Source: an optimization exercise on an open RTL-to-GDS flow (aim: small area, a short achievable clock period and few clock cycles per item). Production flows keep margins and buffers that such runs may drop.
Only simulation tests tie the RTL to the original design; equivalence was not proved.
Power is estimated from default activity; no workload was simulated.

Setup of run A:
Design buddy_block_allocator, start of the top module:
module buddy_block_allocator (
    input  logic        i_clk,
    input  logic        i_rst_n,
    input  logic        i_in_valid,
    output logic        o_in_ready,
    input  logic [33:0] i_in_data,
    output logic        o_out_valid,
    input  logic        i_out_ready,
    output logic [17:0] o_out_data
);
For scale: about 4,400 cells after synthesis, ~560 flip-flops, about 58 I/O pins, about 34,000 sq um of cells after synthesis.
export LEC_CHECK = 0
export ABC_AREA = 1
export CAP_MARGIN = 20
export CELL_PAD_IN_SITES_DETAIL_PLACEMENT = 1
export CELL_PAD_IN_SITES_GLOBAL_PLACEMENT = 2
export CORE_MARGIN = 2
export CORE_UTILIZATION = 50
export SETUP_SLACK_MARGIN = 5
export SLEW_MARGIN = 20
create_clock -name core_clock -period 10.0 [get_ports {i_clk}]
standard.sh (not shown) runs the stock make flow with config.mk's settings and CLKGATE_MAP_FILE= SYNTH_SCRIPT=/design/flow/synth_recipe.tcl, a recipe that flattens the netlist after the stock synthesis.
==> flow/flow/run.sh <==
#!/bin/bash
set -euo pipefail
MARGIN=${MARGIN:-6.5}
sed -E "s/SETUP_SLACK_MARGIN=[0-9.]+/SETUP_SLACK_MARGIN=${MARGIN}/" standard.sh > standard_margin.sh
grep -q "SETUP_SLACK_MARGIN=${MARGIN}" standard_margin.sh
bash standard_margin.sh > layout.log 2>&1
In the summary table, run A is marked failed, with error GRT-0116 raised in 5_1_grt.
Testbench counts of run A, summed over its fixed seeds: cycles 4,016, items 4,000.
[inputs] run B vs run A
- SLEW_MARGIN changed from 20 to 30
- CTS_BUF_LIST newly set to sky130_fd_sc_hd__clkbuf_8
diff --git a/flow/flow/run.sh b/flow/flow/run.sh
--- a/flow/flow/run.sh
+++ b/flow/flow/run.sh
@@ -3 +3 @@
-MARGIN=${MARGIN:-6.5}
+MARGIN=5.7
Results
Run B did not stop at any stage, and its layout met the timing, DRC and antenna checks. Delta (run B minus run A): top-level I/O count did not really move, total clock buffers created by CTS increased by 30 relative to the old numbers. The register area share after synthesis of run A and that of run B are within noise of each other. Row count of run A is on par with run B. Any difference in placed cell area between run B and run A is small enough to ignore.
[inputs] run C vs run B
- CTS_BUF_LIST: sky130_fd_sc_hd__clkbuf_8 -> unset
- SLEW_MARGIN: 30 -> 20
==> flow/run.sh (new file) <==
#!/bin/bash
# synth_recipe.tcl (not shown) runs the flow's synth.tcl, then flattens the netlist and writes it again
# the make line also repeats each setting of config.mk as NAME=value (left out here)
make -C /OpenROAD-flow-scripts/flow DESIGN_CONFIG=/design/flow/config.mk WORK_HOME=/design/flow/orfs CLKGATE_MAP_FILE= SYNTH_SCRIPT=/design/flow/synth_recipe.tcl finish
removed: flow/flow/run.sh
removed: flow/standard.sh
Notes after the runs:
Looking only at portion of total power attributed to the clock network, and setting everything else aside, the higher value of run C and run B goes to run C. Fraction of layout cells with a size suffix above 1 in run C is 5.6 points lower than in run B. Run B consumes less power than run C.
## Diff of input files: run D against run C
- a change of CORE_UTILIZATION from 50 to 55
[summary]
- Changes observed in run D relative to run C: number of enable-type register cells in the synthesized netlist did not really move; number of rows created at floorplan lower; async set-reset flop share out of synthesis saw little to no change; post-synthesis cell count now sits at about the same level; height of the die shrank by about 4.6%.
- On total standard cell area after synthesis, run D tracks run C almost exactly.
- Run D terminated abnormally: 3_1_place_gp_skip_io reported GPL-0301.
- Run C ended with every stage complete and zero timing, DRC or antenna violations.
- Delta (run D minus run C): die boundary width went down by about 4.6%; initial core utilization went up by 5.3 points; area share of xor/xnor cells in the synthesized design was more or less identical.

---

Starting RTL as in the previous note.
export LEC_CHECK = 0
export ABC_AREA = 1
export CAP_MARGIN = 20
export CELL_PAD_IN_SITES_DETAIL_PLACEMENT = 1
export CELL_PAD_IN_SITES_GLOBAL_PLACEMENT = 2
export CORE_MARGIN = 2
export CORE_UTILIZATION = 50
export SETUP_SLACK_MARGIN = 4
export SLEW_MARGIN = 20
create_clock -name core_clock -period 10.0 [get_ports {i_clk}]
run.sh (not shown) runs the stock make flow with config.mk's settings and CLKGATE_MAP_FILE= SYNTH_SCRIPT=/design/flow/synth_recipe.tcl, a recipe that flattens the netlist after the stock synthesis.
Stock flow here: none of the scripts above is used.
The first run went through all stages and came out clean.
Testbench counts at the start, summed over its fixed seeds: cycles 4,016, items 4,000.
Edit:
==> flow/flow/run.sh (new file) <==
#!/bin/bash
set -euo pipefail
MARGIN=6.0
sed -E "s/SETUP_SLACK_MARGIN=[0-9.]+/SETUP_SLACK_MARGIN=${MARGIN}/" standard.sh > standard_margin.sh
grep -q "SETUP_SLACK_MARGIN=${MARGIN}" standard_margin.sh
bash standard_margin.sh > layout.log 2>&1
==> flow/standard.sh (new file) <==
#!/bin/bash
# synth_recipe.tcl (not shown) runs the flow's synth.tcl, then flattens the netlist and writes it again
# the make line also repeats each setting of config.mk as NAME=value (left out here)
make -C /OpenROAD-flow-scripts/flow DESIGN_CONFIG=/design/flow/config.mk WORK_HOME=/design/flow/orfs CLKGATE_MAP_FILE= SYNTH_SCRIPT=/design/flow/synth_recipe.tcl "${@:-finish}"
CTS_BUF_LIST = sky130_fd_sc_hd__clkbuf_8   (was not set)
SETUP_SLACK_MARGIN = 5   (was 4)
SLEW_MARGIN = 30   (was 20)
removed: flow/run.sh
Wire length came out higher by 20%; die area does not change; total power stays flat; global-route usage came out higher by 4.5 points; fmax came out higher by 20%; utilization came out higher by 7.9 points; critical path depth does not change; clock-buffer cell count came out higher by 13.
Edit:
==> flow/run.sh (new file) <==
#!/bin/bash
# synth_recipe.tcl (not shown) runs the flow's synth.tcl, then flattens the netlist and writes it again
# the make line also repeats each setting of config.mk as NAME=value (left out here)
make -C /OpenROAD-flow-scripts/flow DESIGN_CONFIG=/design/flow/config.mk WORK_HOME=/design/flow/orfs CLKGATE_MAP_FILE= SYNTH_SCRIPT=/design/flow/synth_recipe.tcl finish
ABC_AREA = not set   (was 1)
CTS_BUF_LIST = not set   (was sky130_fd_sc_hd__clkbuf_8)
SETUP_SLACK_MARGIN = 4   (was 5)
SLEW_MARGIN = 20   (was 30)
removed: flow/flow/run.sh
removed: flow/standard.sh
Effect: The changed run went through all stages and came out clean. Global-route usage is lower by 3.6 points. Non-clock buffer count is lower by 288. Routed wire length is lower by roughly a tenth. Utilization is lower by 7.4 points. Clock power is higher by roughly a tenth. Final cell count is lower by about a fifth. Clock skew is lower by 0.034 ns. Combinational power is lower by a quarter to a third. First-iteration DRC count is lower by about a fifth.
Edit:
==> flow/flow/run.sh (new file) <==
#!/bin/bash
set -euo pipefail
MARGIN=5.7
sed -E "s/SETUP_SLACK_MARGIN=[0-9.]+/SETUP_SLACK_MARGIN=${MARGIN}/" standard.sh > standard_margin.sh
grep -q "SETUP_SLACK_MARGIN=${MARGIN}" standard_margin.sh
bash standard_margin.sh > layout.log 2>&1
==> flow/standard.sh (new file) <==
#!/bin/bash
# synth_recipe.tcl (not shown) runs the flow's synth.tcl, then flattens the netlist and writes it again
# the make line also repeats each setting of config.mk as NAME=value (left out here)
make -C /OpenROAD-flow-scripts/flow DESIGN_CONFIG=/design/flow/config.mk WORK_HOME=/design/flow/orfs CLKGATE_MAP_FILE= SYNTH_SCRIPT=/design/flow/synth_recipe.tcl "${@:-finish}"
ABC_AREA = 1   (was not set)
CORE_UTILIZATION = 44   (was 50)
CTS_BUF_LIST = sky130_fd_sc_hd__clkbuf_8   (was not set)
SETUP_SLACK_MARGIN = 5   (was 4)
SLEW_MARGIN = 30   (was 20)
removed: flow/run.sh
Outcome:
- critical path depth rises by 6
- routed wire length grows by 2.2%
- utilization drops by 2.1 points
- final cell count increases by 28%
- power goes down by 4.1%
- setup slack gains 1.7 ns
- global-route usage falls by 3.6 points
- non-clock buffer count increases by 172
- register-to-register slack is better by 1.7 ns
- cell area went up by 4.3%
- first-iteration DRC count goes down by 11%
Edit:
==> flow/run.sh (new file) <==
#!/bin/bash
# synth_recipe.tcl (not shown) runs the flow's synth.tcl, then flattens the netlist and writes it again
# the make line also repeats each setting of config.mk as NAME=value (left out here)
make -C /OpenROAD-flow-scripts/flow DESIGN_CONFIG=/design/flow/config.mk WORK_HOME=/design/flow/orfs CLKGATE_MAP_FILE= SYNTH_SCRIPT=/design/flow/synth_recipe.tcl finish
CORE_UTILIZATION = 50   (was 44)
removed: flow/flow/run.sh
removed: flow/standard.sh
=>
- The changed run finished with timing, DRC and antenna clean
- global-route usage went up by 2.8 points
- clock skew falls by 0.019 ns
- routed wire length goes down by a little under a tenth
- die area falls by roughly a tenth
- non-clock buffer count shrinks by 135

---

Another version of the RTL of buddy_block_allocator (not shown whole).
Size: ~4400 cells after synthesis, about 580 flip-flops, about 0.035 mm^2 of cells after synthesis.
// buddy_block_allocator
module buddy_block_allocator (
    input  logic        i_clk,
    input  logic        i_rst_n,
    input  logic        i_in_valid,
    output logic        o_in_ready,
    input  logic [33:0] i_in_data,
    output logic        o_out_valid,
    input  logic        i_out_ready,
    output logic [17:0] o_out_data
);
clock: 10.0 ns
lec_check: 0
abc_area: 1
cap_margin: 20
cell_pad_in_sites_detail_placement: 1
cell_pad_in_sites_global_placement: 2
core_margin: 2
core_utilization: 50
setup_slack_margin: 5
slew_margin: 20
Stock flow here: none of the scripts above is used.
The starting point ran to the end with violations: max-slew violations.
Testbench counts at the start, summed over its fixed seeds: cycles 4,016, items 4,000.
Then changed:
==> flow/flow/run.sh (new file) <==
#!/bin/bash
set -euo pipefail
MARGIN=6.5
sed -E "s/SETUP_SLACK_MARGIN=[0-9.]+/SETUP_SLACK_MARGIN=${MARGIN}/" standard.sh > standard_margin.sh
grep -q "SETUP_SLACK_MARGIN=${MARGIN}" standard_margin.sh
bash standard_margin.sh > layout.log 2>&1
==> flow/standard.sh (new file) <==
#!/bin/bash
# synth_recipe.tcl (not shown) runs the flow's synth.tcl, then flattens the netlist and writes it again
# the make line also repeats each setting of config.mk as NAME=value (left out here)
make -C /OpenROAD-flow-scripts/flow DESIGN_CONFIG=/design/flow/config.mk WORK_HOME=/design/flow/orfs CLKGATE_MAP_FILE= SYNTH_SCRIPT=/design/flow/synth_recipe.tcl "${@:-finish}"
CORE_UTILIZATION = 35   (was 50)
removed: flow/run.sh
Result:
- The changed run finished but failed the layout checks on max-slew violations
- global-route usage goes down by 6.8 points
- critical path depth climbs by 7
- final area rises by 36%
- wire length rises by about 28%
- die area came out higher by about 40%

---

Another version of the RTL of buddy_block_allocator (not shown whole).
Size: ~5000 cells after synthesis, ~58 I/O pins, ~37000 sq um of cells after synthesis.
Settings: LEC_CHECK=0, ABC_AREA=1, CAP_MARGIN=20, CELL_PAD_IN_SITES_DETAIL_PLACEMENT=1, CELL_PAD_IN_SITES_GLOBAL_PLACEMENT=2, CORE_MARGIN=2, CORE_UTILIZATION=50, CTS_BUF_LIST=sky130_fd_sc_hd__clkbuf_8, SETUP_SLACK_MARGIN=5, SLEW_MARGIN=30; clock period 10.0 ns.
standard.sh (not shown) runs the stock make flow with config.mk's settings and CLKGATE_MAP_FILE= SYNTH_SCRIPT=/design/flow/synth_recipe.tcl, a recipe that flattens the netlist after the stock synthesis.
==> flow/flow/run.sh <==
#!/bin/bash
set -euo pipefail
MARGIN=5.7
sed -E "s/SETUP_SLACK_MARGIN=[0-9.]+/SETUP_SLACK_MARGIN=${MARGIN}/" standard.sh > standard_margin.sh
grep -q "SETUP_SLACK_MARGIN=${MARGIN}" standard_margin.sh
bash standard_margin.sh > layout.log 2>&1
The baseline completed with no timing, DRC or antenna violations.
Testbench counts at the start, summed over its fixed seeds: cycles 4,016, items 4,000.
Rerun with:
==> flow/run.sh (new file) <==
#!/bin/bash
# synth_recipe.tcl (not shown) runs the flow's synth.tcl, then flattens the netlist and writes it again
# the make line also repeats each setting of config.mk as NAME=value (left out here)
make -C /OpenROAD-flow-scripts/flow DESIGN_CONFIG=/design/flow/config.mk WORK_HOME=/design/flow/orfs CLKGATE_MAP_FILE= SYNTH_SCRIPT=/design/flow/synth_recipe.tcl finish
CTS_BUF_LIST = unset   (was sky130_fd_sc_hd__clkbuf_8)
SLEW_MARGIN = 20   (was 30)
removed: flow/flow/run.sh
removed: flow/standard.sh
Clock-buffer cell count shrinks by 18; first-iteration DRC count goes down slightly; worst setup slack loses 0.80 ns; final area came out lower by a few percent; non-clock buffer count fell by 100; wire length falls by a few percent; global-route usage falls by 1.9 points; core utilization drops by 1.6 points; synthesized cell count does not change; combinational power decreases by roughly a tenth.

## port drivers added, routing unchanged
Ports are ideal in the flow. The routed layouts listed here were re-timed in OpenROAD. Step 1, drivers: a clkbuf_16 drives i_clk and a buf_2 each remaining input, both assumed. Step 2 times the ports against the registers' clock, not the clock port: input delays grow and output delays shrink by t, the midpoint of the rising clock arrivals with the driver on. Three values: no drivers, after step 1, after step 2; two values: the first two.
run	shift t [ns]	setup slack, ns	slew at the worst register clock pin (ns)
run B	0.844	5.587 / 5.587 / 5.365	0.09 / 0.09
run C	0.691	4.905 / 4.905 / 4.905	0.07 / 0.07
the first run of note 2	0.690	4.099 / 4.099 / 4.099	0.07 / 0.07
the second run of note 2	0.845	5.094 / 5.094 / 5.094	0.09 / 0.09
the third run of note 2	0.708	3.935 / 3.935 / 3.935	0.07 / 0.07
the fourth run of note 2	0.821	5.614 / 5.614 / 5.614	0.07 / 0.07
the fifth run of note 2	0.800	4.997 / 4.997 / 4.997	0.07 / 0.07
the first run of note 3	0.720	4.903 / 4.903 / 4.903	0.07 / 0.07
the second run of note 3	0.750	5.996 / 5.996 / 5.972	0.07 / 0.07
the first run of note 4	0.819	5.612 / 5.612 / 5.449	0.07 / 0.07
the second run of note 4	0.704	4.815 / 4.815 / 4.815	0.07 / 0.07
For run B, which loses most, drivers alone change the setup slack by 0.000 ns; drivers and shift together by -0.222 ns.
